What follows belongs to an exercise in optimizing a design on an open flow for a short achievable clock period and few clock cycles; a production flow would make more cautious choices.
Function was checked by simulation only, so behaviour that the tests miss may differ from the original.
Power figures rest on the tool's default switching activity, not on a simulated workload.

## run 1
==> flow/design.v (excerpt) <==
module cache_controller (
	input logic clk,
	input logic reset,
	input logic procreq_val,
	input logic procreq_we,
	input logic procreq_domain,
	input cache_pkg::addr_u procreq_addr,
	input cache_pkg::word_t procreq_wdata,
	output logic procreq_rdy,
	output logic procresp_val,
	output cache_pkg::word_t procresp_data,
	input logic procresp_rdy,
	output logic memreq_val,
	output logic memreq_we,
	output cache_pkg::addr_u memreq_addr,
	output cache_pkg::word_t memreq_wdata,
	input logic memreq_rdy,
	input logic memresp_val,
	input cache_pkg::line_t memresp_line
);
For scale: ~300 I/O pins, about 160,000 um^2 of cells after synthesis.
==> flow/config.mk <==
export PLATFORM = sky130hd
export DESIGN_NAME = cache_controller
export DESIGN_NICKNAME = cache_controller
export VERILOG_FILES = /design/flow/design.v
export SDC_FILE = /design/flow/constraint.sdc
export NUM_CORES = 4
export LEC_CHECK = 0
export ABC_CLOCK_PERIOD_IN_PS = 2200
export CAP_MARGIN = 20
export CORE_MARGIN = 2
export CORE_UTILIZATION = 40
export SETUP_SLACK_MARGIN = 3.3
export SLEW_MARGIN = 20
==> flow/constraint.sdc <==
create_clock -name core_clock -period 5.5 [get_ports {clk}]
set_input_delay 1.1000 -clock core_clock [delete_from_list [all_inputs] [get_ports {clk}]]
set_output_delay 1.1000 -clock core_clock [all_outputs]
set_load 0.01 [all_outputs]
standard.sh (not shown) runs the stock make flow with config.mk's settings and CLKGATE_MAP_FILE= SYNTH_SCRIPT=/design/flow/synth_recipe.tcl, a recipe that flattens the netlist after the stock synthesis.
==> flow/flow/run.sh <==
#!/bin/bash
# The standard layout, with one change after placement: each flip-flop that drives only an output
# port is moved, with the port's buffer, next to the port's pin (then legalized), so the
# clock-to-output path has no long wire. Each tool's output goes to a log file here.
set -euo pipefail
W=$(pwd)
R=$W/orfs/results/${FLOW_PLATFORM}/cache_controller/base
bash standard.sh place > std_place.log 2>&1
MV_IN=$R/3_place.odb MV_OUT=$R/3_place_moved.odb openroad -no_init -exit flow/move_out.tcl > move_out.log 2>&1
cp $R/3_place_moved.odb $R/3_place.odb
bash standard.sh finish > std_finish.log 2>&1
test -f out/final.def
==> flow/flow/move_out.tcl <==
# Move each flip-flop that drives only an output port, and the port buffer, next to the port pin,
# then legalize. Reads and writes the ODB named by env MV_IN / MV_OUT.
read_db $::env(MV_IN)
set block [ord::get_db_block]
set core [$block getCoreArea]
set cx0 [$core xMin]; set cy0 [$core yMin]; set cx1 [$core xMax]; set cy1 [$core yMax]
set moved 0
foreach bt [$block getBTerms] {
  if {[$bt getIoType] != "OUTPUT"} continue
  set net [$bt getNet]
  set buf ""
  foreach it [$net getITerms] { if {[$it isOutputSignal]} { set buf [$it getInst] } }
  if {$buf == ""} continue
  set ff ""
  foreach it [$buf getITerms] {
    if {[$it isInputSignal]} {
      set n2 [$it getNet]
      if {$n2 == "NULL"} continue
      foreach it2 [$n2 getITerms] { if {[$it2 isOutputSignal]} { set ff [$it2 getInst] } }
    }
  }
  if {$ff == ""} continue
  # only flip-flops whose output drives nothing but the port buffer
  set qn ""
  foreach it [$ff getITerms] { if {[$it isOutputSignal]} { set qn [$it getNet] } }
  if {$qn == "" || [llength [$qn getITerms]] != 2} continue
  if {![string match "*dfxtp*" [[$ff getMaster] getName]] && ![string match "*dfrtp*" [[$ff getMaster] getName]]} continue
  set bb [$bt getBBox]
  set px [expr {([$bb xMin] + [$bb xMax]) / 2}]
  set py [expr {([$bb yMin] + [$bb yMax]) / 2}]
  # target point just inside the core
  set tx [expr {max($cx0 + 2000, min($cx1 - 12000, $px))}]
  set ty [expr {max($cy0 + 2000, min($cy1 - 6000, $py))}]
  $buf setLocation $tx $ty
  $ff setLocation $tx $ty
  incr moved
}
puts "moved $moved output flops"
detailed_placement
check_placement -verbose
write_db $::env(MV_OUT)
Testbench counts of run 1, summed over its fixed seeds: cycles 131,065.
Input-level comparison between run 2 and run 1:
- a change of ABC_CLOCK_PERIOD_IN_PS from 2200 to 2000
- a change of SETUP_SLACK_MARGIN from 3.3 to 3.5
### Flow results
- Looking at worst setup path endpoint, the s2_tw[13]$_SDFF_PP0_ result is from run 2; the procresp_data[6] one comes from run 1.
- Run 2 vs run 1, sequential share of layout area went down by 1.3 points.
- Between run 2 and run 1, the difference in worst hold margin is negligible.
- Changes observed in run 2 relative to run 1: fraction of met1 tracks used by global routing picked up an extra 0.18 points; largest fanout on the critical path up 4; placed cell area was more or less identical; clock power picked up an extra about 2%.
- Count of clock-buffer cells in the layout, run 2 and run 1: larger value in run 1
- Worst-case headroom to the max-slew limit, run 2 and run 1: higher on run 2
- Data arrival at the endpoint of the critical path for run 2: 2.01 ns up relative to run 1
Inputs modified between run 2 and run 3:
- swapping 2000 for 2200 in ABC_CLOCK_PERIOD_IN_PS
- swapping 3.5 for 3.3 in SETUP_SLACK_MARGIN
- swapping 40 for 45 in CORE_UTILIZATION
Notes after the runs:
Fraction of area in registers in run 3 vs run 2: up 1.5 points
Power for run 3: about 2% down relative to run 2
Compared with run 2, run 3 shows a logic gate share of total power that is 1.6 points lower.
Relative to run 2, final setup skew has gone down in run 3.

-- afterwards: timing with drivers on the ports --
Ports are ideal in the flow. The routed layouts listed here were re-timed in OpenROAD.
Step 1: set_driving_cell puts a clkbuf_16 on clk and a buf_2 on each other input, an assumption about the parent block.
Step 2, shift: input delay + t, output delay - t, t = (earliest + latest rising clock arrival at the registers) / 2. This alone moves slack from input paths to output paths.
a / b / c = ideal / step 1 / step 2; a / b = the first two.
run	shift t [ns]	setup slack, ns	worst register clock-pin slew, ns
run 1	1.085	2.966 / 2.857 / 2.308	0.07 / 0.07
run 2	1.101	2.921 / 2.833 / 2.229	0.07 / 0.07
run 3	1.084	2.924 / 2.839 / 2.293	0.07 / 0.07
After both steps every run listed still meets setup and hold. The setup slack of run 2, which loses most, moves by -0.088 ns with the drivers and by -0.692 ns with both steps.
